This design comes from an exercise in tuning for small area, a short achievable clock period and few clock cycles on the open sky130 flow, not from production work. The RTL was checked by simulation tests, not by an equivalence proof against the original design. Power and IR drop assume default switching activity.

== red ==
==> flow/design.v (excerpt) <==
module grid_cell_neighbor_enumerator #(
    parameter int MAX_DIM = 1024
) (
    input  logic                            i_clk,
    input  logic                            i_rst_n,
    input  logic                            req_valid,
    output logic                            req_ready,
    input  logic [gcne_pkg::INDEX_W-1:0]    req_cell_index,
    output logic                            res_valid,
    input  logic                            res_ready,
    output logic [gcne_pkg::COORD_OUT_W-1:0] res_cell_i,
    output logic [gcne_pkg::COORD_OUT_W-1:0] res_cell_j,
    output logic [gcne_pkg::COORD_OUT_W-1:0] res_cell_k,
    output logic                            res_valid_res,
    output logic                            res_last,
    input  logic                            psel,
    input  logic                            penable,
    input  logic                            pwrite,
    input  logic [gcne_pkg::APB_ADDR_W-1:0] paddr,
    input  logic [gcne_pkg::APB_DATA_W-1:0] pwdata,
    output logic [gcne_pkg::APB_DATA_W-1:0] prdata,
    output logic                            pready
);
    localparam int CW = $clog2(MAX_DIM);
    localparam int SW = $clog2(MAX_DIM + 1);
    logic [gcne_pkg::CFG_REG_W-1:0] r_szm_i;
    logic [gcne_pkg::CFG_REG_W-1:0] r_szm_j;
    logic [gcne_pkg::CFG_REG_W-1:0] r_szm_k;
    logic [gcne_pkg::CFG_REG_W-1:0] wr_m;
    logic [CW-1:0]        last_i;
    logic [CW-1:0]        last_j;
    logic [CW-1:0]        last_k;
    logic                 size_zero;
  ...
Size: roughly 1500 cells after synthesis, roughly 160 flip-flops, ~140 I/O pins, roughly 11000 µm² of cells after synthesis.
export LEC_CHECK = 0
export ABC_AREA = 1
export CAP_MARGIN = 20
export CORE_MARGIN = 2
export CORE_UTILIZATION = 62
export CTS_BUF_LIST = sky130_fd_sc_hd__clkbuf_4 sky130_fd_sc_hd__clkbuf_8
export SETUP_SLACK_MARGIN = 4.9
export SLEW_MARGIN = 20
create_clock -name core_clock -period 8.0 [get_ports {i_clk}]
standard.sh (not shown) runs the stock make flow with config.mk's settings and CLKGATE_MAP_FILE= SYNTH_SCRIPT=/design/flow/synth_recipe.tcl, a recipe that flattens the netlist after the stock synthesis.
==> flow/flow/run.sh <==
#!/bin/bash
# The standard layout, with the port buffers inserted as the smallest buffer cell
# (resizing then sizes them up where timing needs it). Every input and output port
# still gets its own buffer.
set -euo pipefail
export BUFFER_PORTS_ARGS="-buffer_cell sky130_fd_sc_hd__buf_1"
bash standard.sh finish > standard_flow.log 2>&1
Testbench counts of red, summed over its fixed seeds: cycles 126,644.
diff inputs: red => blue
# red
export LEC_CHECK = 0
export ABC_AREA = 1
export CAP_MARGIN = 20
export CORE_MARGIN = 2
export CORE_UTILIZATION = 62
export CTS_BUF_LIST = sky130_fd_sc_hd__clkbuf_4 sky130_fd_sc_hd__clkbuf_8
export SETUP_SLACK_MARGIN = 4.9
export SLEW_MARGIN = 20
create_clock -name core_clock -period 8.0 [get_ports {i_clk}]
# blue
export LEC_CHECK = 0
export ABC_AREA = 1
export CAP_MARGIN = 20
export CORE_MARGIN = 2
export CORE_UTILIZATION = 55
export CTS_BUF_LIST = sky130_fd_sc_hd__clkbuf_4 sky130_fd_sc_hd__clkbuf_8
export SETUP_SLACK_MARGIN = 4.5
export SLEW_MARGIN = 20
create_clock -name core_clock -period 8.0 [get_ports {i_clk}]
--- outcome ---
- Looking at master of the slowest instance on the critical path, the edfxtp_1 result is from red; the o221ai_1 one comes from blue.
- blue vs red — number of cells on the critical path rose 6.
- blue: detailed-routing iteration count for the pre-antenna-repair pass 1 above red
- blue vs red — final total power dropped 1.8%.
- Measured against red, the length of routed met3 wiring of blue comes out at 0.79 times the reference value.
- Between blue and red, the setup clock skew after layout figures differ only marginally.
- blue: pre-CTS setup slack is 0.15 ns higher than what red reported.
- Between red and blue, the flow reports post-route non-filler standard cell count increasing slightly.
Input-level comparison between green and blue:
# blue
export LEC_CHECK = 0
export ABC_AREA = 1
export CAP_MARGIN = 20
export CORE_MARGIN = 2
export CORE_UTILIZATION = 55
export CTS_BUF_LIST = sky130_fd_sc_hd__clkbuf_4 sky130_fd_sc_hd__clkbuf_8
export SETUP_SLACK_MARGIN = 4.5
export SLEW_MARGIN = 20
create_clock -name core_clock -period 8.0 [get_ports {i_clk}]
# green
export LEC_CHECK = 0
export ABC_AREA = 1
export CAP_MARGIN = 20
export CORE_MARGIN = 2
export CORE_UTILIZATION = 55
export CTS_BUF_LIST = sky130_fd_sc_hd__clkbuf_4 sky130_fd_sc_hd__clkbuf_8
export SETUP_SLACK_MARGIN = 5.0
export SLEW_MARGIN = 20
create_clock -name core_clock -period 8.0 [get_ports {i_clk}]
[summary]
Comparing green against blue, there is no change at all in full die area. met1 routed wirelength after detailed routing across green and blue: no real change. Compared with blue, wire length in green increased by a few percent. The lower largest fanout of any net on the critical path of green and blue is in blue.
The following lists how orange was set up differently from green:
# green
export LEC_CHECK = 0
export ABC_AREA = 1
export CAP_MARGIN = 20
export CORE_MARGIN = 2
export CORE_UTILIZATION = 55
export CTS_BUF_LIST = sky130_fd_sc_hd__clkbuf_4 sky130_fd_sc_hd__clkbuf_8
export SETUP_SLACK_MARGIN = 5.0
export SLEW_MARGIN = 20
create_clock -name core_clock -period 8.0 [get_ports {i_clk}]
# orange
export LEC_CHECK = 0
export CAP_MARGIN = 20
export CORE_MARGIN = 2
export CORE_UTILIZATION = 55
export CTS_BUF_LIST = sky130_fd_sc_hd__clkbuf_8
export CTS_CLUSTER_SIZE = 24
export SETUP_SLACK_MARGIN = 4.7
export SLEW_MARGIN = 20
create_clock -name core_clock -period 8.0 [get_ports {i_clk}]
Findings:
Diff green -> orange: final critical delay including setup and external delays rose 0.22 ns, total power fell 23 µW, number of vias per cell rose about 8%, largest fanout of any net on the critical path fell 10, total via count in the routed design fell 7.5%. Number of stages on the worst setup path, orange and green: smaller value in green. Summary of the comparison: tightest slew margin relative to the limit is higher in orange, relative to green. Final net count: orange and green compared, higher one is green.

---

Starting RTL as in the previous note.
clock: 8.0 ns
lec_check: 0
abc_area: 1
cap_margin: 20
core_margin: 2
core_utilization: 55
cts_buf_list: sky130_fd_sc_hd__clkbuf_4 sky130_fd_sc_hd__clkbuf_8
setup_slack_margin: 4.7
slew_margin: 20
Scripts as last shown in full above: flow/flow/run.sh
The starting point produced a clean layout.
Testbench counts at the start, summed over its fixed seeds: cycles 126,644.
Change:
Settings changed: CORE_UTILIZATION 55 to 62, SETUP_SLACK_MARGIN 4.7 to 4.8.
Result: The changed run completed without violations; cell area grows slightly; total power grows slightly; non-clock buffer count is higher by 7; core utilization rose by 8.6 points; sequential power hardly moves; combinational power went up by a few percent; synthesized cell count is unchanged; wire length barely changes; clock-buffer cell count rises by 3; sequential cell count stays the same.
Change:
Settings changed: CORE_UTILIZATION 62 to 48, SETUP_SLACK_MARGIN 4.8 to 4.9.
Outcome: Non-clock buffer count went up by 2. Wire length went up by 3.0%. Critical path depth does not change. Register-to-register slack stays flat. Via count went down by 2.1%. Hold slack improved by 8.3 ps. Power is about the same. Fmax went up by 0.85%. Die area went up by 28%. Worst setup slack improved by 26 ps. Final area went up by 2.0%.
Change:
Settings changed: CORE_UTILIZATION 48 to 70.
Sequential cell count is unchanged; routed wire length hardly moves; hold slack got worse by 3.6 ps.
Change:
Settings changed: ABC_AREA 1 to unset, CORE_UTILIZATION 70 to 55, CTS_BUF_LIST sky130_fd_sc_hd__clkbuf_4 sky130_fd_sc_hd__clkbuf_8 to unset, SETUP_SLACK_MARGIN 4.9 to 4.7.
The new run passed the timing, DRC and antenna checks; routed wire length came out higher by 1.0%; count of clock-buffer cells in the layout came out lower by 6; worst setup slack is worse by 210 ps; design area came out higher by 1.4%; hold slack stays flat; utilization came out lower by 17 points; power came out higher by 11%; non-clock buffer count came out higher by 5; final cell count came out lower by 10%; combinational power came out lower by 4.1%.

---

v30:
grid_cell_neighbor_enumerator again, from the RTL that the note above started with.
Design grid_cell_neighbor_enumerator, start of the top module:
module grid_cell_neighbor_enumerator #(
    parameter int MAX_DIM = 1024
) (
    input  logic                            i_clk,
    input  logic                            i_rst_n,
    input  logic                            req_valid,
    output logic                            req_ready,
    input  logic [gcne_pkg::INDEX_W-1:0]    req_cell_index,
    output logic                            res_valid,
    input  logic                            res_ready,
    output logic [gcne_pkg::COORD_OUT_W-1:0] res_cell_i,
    output logic [gcne_pkg::COORD_OUT_W-1:0] res_cell_j,
    output logic [gcne_pkg::COORD_OUT_W-1:0] res_cell_k,
    output logic                            res_valid_res,
    output logic                            res_last,
    input  logic                            psel,
    input  logic                            penable,
    input  logic                            pwrite,
    input  logic [gcne_pkg::APB_ADDR_W-1:0] paddr,
    input  logic [gcne_pkg::APB_DATA_W-1:0] pwdata,
    output logic [gcne_pkg::APB_DATA_W-1:0] prdata,
    output logic                            pready
);
export LEC_CHECK = 0
export CAP_MARGIN = 0
export CORE_MARGIN = 2
export CORE_UTILIZATION = 55
export CTS_BUF_LIST = sky130_fd_sc_hd__clkbuf_4 sky130_fd_sc_hd__clkbuf_8
export SETUP_SLACK_MARGIN = 4.7
export SLEW_MARGIN = 0
create_clock -name core_clock -period 8.0 [get_ports {i_clk}]
Scripts as last shown in full above: flow/flow/run.sh
v30: flow completed, timing, DRC and antenna clean
Testbench counts of v30, summed over its fixed seeds: cycles 126,644.
Modified inputs, v36 compared to v30
# v30
export LEC_CHECK = 0
export CAP_MARGIN = 0
export CORE_MARGIN = 2
export CORE_UTILIZATION = 55
export CTS_BUF_LIST = sky130_fd_sc_hd__clkbuf_4 sky130_fd_sc_hd__clkbuf_8
export SETUP_SLACK_MARGIN = 4.7
export SLEW_MARGIN = 0
create_clock -name core_clock -period 8.0 [get_ports {i_clk}]
# v36
export LEC_CHECK = 0
export CAP_MARGIN = 20
export CORE_MARGIN = 2
export CORE_UTILIZATION = 55
export CTS_BUF_LIST = sky130_fd_sc_hd__clkbuf_4 sky130_fd_sc_hd__clkbuf_8
export SETUP_SLACK_MARGIN = 4.7
export SLEW_MARGIN = 20
create_clock -name core_clock -period 8.0 [get_ports {i_clk}]
==> run notes <==
v36 vs. v30: post-synthesis cell area about even, estimated wirelength of the detail-placed design did not really move.
Diff v36..v30 | count of max-cap constraint violations | unchanged
[compare] base=v30 new=v36: number of antenna violations at the first check in global routing stayed essentially flat, count of cells along the worst register-to-register path stayed essentially flat, maximum frequency stayed essentially flat, post-synthesis share of cell area spent on and, or, nand and nor gates stayed essentially flat, worst setup margin stayed essentially flat.
There was hardly any difference in combinational fraction of design power between v30 and v36.
Taking v30 as the reference, in v36 utilization about even; post-layout instance area about even.
--- input diff v36..v33 ---
==> flow/run.sh (new file) <==
#!/bin/bash
# synth_recipe.tcl (not shown) runs the flow's synth.tcl, then flattens the netlist and writes it again
# the make line also repeats each setting of config.mk as NAME=value (left out here)
make -C /OpenROAD-flow-scripts/flow DESIGN_CONFIG=/design/flow/config.mk WORK_HOME=/design/flow/orfs CLKGATE_MAP_FILE= SYNTH_SCRIPT=/design/flow/synth_recipe.tcl finish
removed: flow/flow/run.sh
removed: flow/standard.sh
Notes after the runs:
All of v33 and v36 finish clean. When v33 is measured against v36, its internal power consumption turns out about 0.6% higher. When the final numbers for v33 and v36 were put side by side, the count of cell instances traversed by the critical path turned out to be greater in v36. Compared to v36, v33 has share of final layout cell area taken by non-clock buffers 5.6 points higher. Taking v36 as the reference, in v33 non-clock buffer count in the final layout now larger, least setup slack across all paths after layout decreased 0.081 ns.
--- input diff v33..v43 ---
# v33
export LEC_CHECK = 0
export CAP_MARGIN = 20
export CORE_MARGIN = 2
export CORE_UTILIZATION = 55
export CTS_BUF_LIST = sky130_fd_sc_hd__clkbuf_4 sky130_fd_sc_hd__clkbuf_8
export SETUP_SLACK_MARGIN = 4.7
export SLEW_MARGIN = 20
create_clock -name core_clock -period 8.0 [get_ports {i_clk}]
# v43
export LEC_CHECK = 0
export CAP_MARGIN = 20
export CORE_MARGIN = 2
export CORE_UTILIZATION = 55
export CTS_BUF_LIST = sky130_fd_sc_hd__clkbuf_4 sky130_fd_sc_hd__clkbuf_8
export SETUP_SLACK_MARGIN = 4.5
export SLEW_MARGIN = 20
create_clock -name core_clock -period 8.0 [get_ports {i_clk}]
==> flow/flow/run.sh (new file) <==
#!/bin/bash
# The standard layout, with the port buffers inserted as the smallest buffer cell
# (resizing then sizes them up where timing needs it). Every input and output port
# still gets its own buffer.
set -euo pipefail
export BUFFER_PORTS_ARGS="-buffer_cell sky130_fd_sc_hd__buf_1"
bash standard.sh finish > standard_flow.log 2>&1
==> flow/standard.sh (new file) <==
#!/bin/bash
# synth_recipe.tcl (not shown) runs the flow's synth.tcl, then flattens the netlist and writes it again
# the make line also repeats each setting of config.mk as NAME=value (left out here)
make -C /OpenROAD-flow-scripts/flow DESIGN_CONFIG=/design/flow/config.mk WORK_HOME=/design/flow/orfs CLKGATE_MAP_FILE= SYNTH_SCRIPT=/design/flow/synth_recipe.tcl "${@:-finish}"
removed: flow/run.sh
- Looking at largest fanout of any net on the critical path, v43 sits 10 below v33.
- Going from v33 to v43, number of instances on the worst hold path held, wire length went down about 0.7%, post-detailed-placement cell area went down about 5%, latest clock arrival within the worst-skew pair held, internal power consumption went down 57 uW.
- Summary of v43 over v33: total power lower; detailed route wirelength on metal2 lower; post-route minimum period higher.

---

== build 39 ==
Starting RTL as in the previous note.
export LEC_CHECK = 0
export ABC_AREA = 1
export CAP_MARGIN = 20
export CORE_MARGIN = 2
export CORE_UTILIZATION = 55
export CTS_BUF_LIST = sky130_fd_sc_hd__clkbuf_4 sky130_fd_sc_hd__clkbuf_8
export SETUP_SLACK_MARGIN = 4.9
export SLEW_MARGIN = 20
create_clock -name core_clock -period 8.0 [get_ports {i_clk}]
==> flow/flow/run.sh <==
#!/bin/bash
# The standard layout, with the port buffers inserted as the smallest buffer cell
# (resizing then sizes them up where timing needs it). Every input and output port
# still gets its own buffer.
set -euo pipefail
export BUFFER_PORTS_ARGS="-buffer_cell sky130_fd_sc_hd__buf_1"
bash standard.sh finish > standard_flow.log 2>&1
Build 39 completed end to end with timing, DRC and antenna clean.
Testbench counts of build 39, summed over its fixed seeds: cycles 126,644.
Edits applied to the flow inputs when going from build 39 to build 82:
Settings: CORE_UTILIZATION now 60, was 55; ABC_AREA no longer set, was 1; SETUP_SLACK_MARGIN now 4.7, was 4.9.
- In summary, build 82 completed successfully, with a layout that passed the timing, DRC and antenna checks.
- For the count of cell instances traversed by the critical path, build 82 came in 7 higher than build 39 did.
- In the reports for build 39 and build 82, the smaller number of instances in the synthesized netlist belongs to build 82.
- For the XOR/XNOR share of the synthesized area, build 82 came in 1.2 points higher than build 39 did.
Relative to build 82, the following input files were edited for build 47:
Settings: a change of CORE_UTILIZATION from 60 to 50; a change of SETUP_SLACK_MARGIN from 4.7 to 4.8.
Findings:
- Per the final summary, build 47 finished and its layout is clean on timing, DRC and antenna.
- Build 47 against build 82: average wire per standard cell lower; data-path buffer share of cell area in the final layout higher; post-placement setup slack roughly the same; clock skew roughly the same.
For build 92, these inputs were changed with respect to build 47:
Settings: a change of CORE_UTILIZATION from 50 to 55; a change of SETUP_SLACK_MARGIN from 4.8 to 4.9.
### Flow results
Build 92 ended with more final standard cell utilization of the core than build 47.
Delta (build 92 minus build 47): shortest clock period the worst path allows after layout rose by 0.024 ns; sequential share of layout area fell by 0.73 points; clock power fell by about 0.9%; growth of design area from synthesis to finish rose by 2.9 points.
#### Input delta (build 46 over build 92)
Settings: changing SETUP_SLACK_MARGIN from 4.9 to 4.7; changing CORE_UTILIZATION from 55 to 45.
### Flow results
- Sort build 46 and build 92 by longest individual stage delay on the worst path, descending, and build 46 comes first.
- Delta (build 46 minus build 92): starting DRC count in detailed routing shows an increase of 11%, count of clock-buffer cells in the layout higher.
- In build 46, the final period demand of the worst path came out 0.083 ns above the value in build 92.
- Sequential power of build 92 is on par with build 46.
- A beginning of the critical path of r_szm_k[3] is what build 46 shows, while u_front.r_a_first belongs to build 92.
- Of build 46 and build 92, build 92 shows the higher count of buffer and inverter cells on the critical path, with build 46 below it.
- On build 46: met1 track demand over resource is 7.8 points lower than what build 92 gave.
- Summary: wire length, build 46 better than build 92
- Build 46 gives less share of total power in combinational logic than build 92 did.
- Build 46 against build 92; via-per-instance ratio is down by a few percent.
- Critical path depth in build 46 vs build 92: down 2

-- re-timing with driven ports --
Ports are ideal in the flow. The routed layouts listed here were re-timed in OpenROAD.
Step 1: set_driving_cell puts a clkbuf_16 on i_clk and a buf_2 on each other input, an assumption about the parent block.
Step 2 times the ports against the registers' clock, not the clock port: input delays grow and output delays shrink by t, the midpoint of the rising clock arrivals with the driver on.
Slacks: ideal ports / drivers / drivers and shift; pairs: ideal ports / drivers.
run | t (ns) | setup slack, ns | worst setup path after step 2
red | 0.495 | 5.005 / 4.962 / 4.559 | input to register
blue | 0.506 | 4.736 / 4.743 / 4.246 | input to register
green | 0.506 | 5.019 / 5.034 / 4.528 | input to register
orange | 0.504 | 4.800 / 4.759 / 4.485 | input to register
the first run of note 2 | 0.509 | 4.866 / 4.866 / 4.363 | input to register
the second run of note 2 | 0.516 | 4.910 / 4.866 / 4.460 | input to register
the third run of note 2 | 0.518 | 4.936 / 4.889 / 4.516 | input to register
the fourth run of note 2 | 0.504 | 4.955 / 4.917 / 4.513 | input to register
the fifth run of note 2 | 0.480 | 4.741 / 4.696 / 4.471 | input to register
v30 | 0.504 | 4.800 / 4.759 / 4.485 | input to register
v36 | 0.504 | 4.800 / 4.759 / 4.485 | input to register
v33 | 0.504 | 4.719 / 4.689 / 4.231 | input to register
v43 | 0.496 | 4.631 / 4.587 / 4.308 | input to register
build 39 | 0.508 | 4.963 / 4.922 / 4.523 | input to register
build 82 | 0.510 | 4.684 / 4.669 / 4.370 | input to register
build 47 | 0.512 | 4.826 / 4.785 / 4.407 | input to register
build 92 | 0.502 | 4.802 / 4.782 / 4.625 | input to register
build 46 | 0.504 | 4.719 / 4.719 / 4.359 | input to register
After both steps every run listed still meets setup and hold. The setup slack of the first run of note 2, which loses most, moves by 0.000 ns with the drivers and by -0.503 ns with both steps.
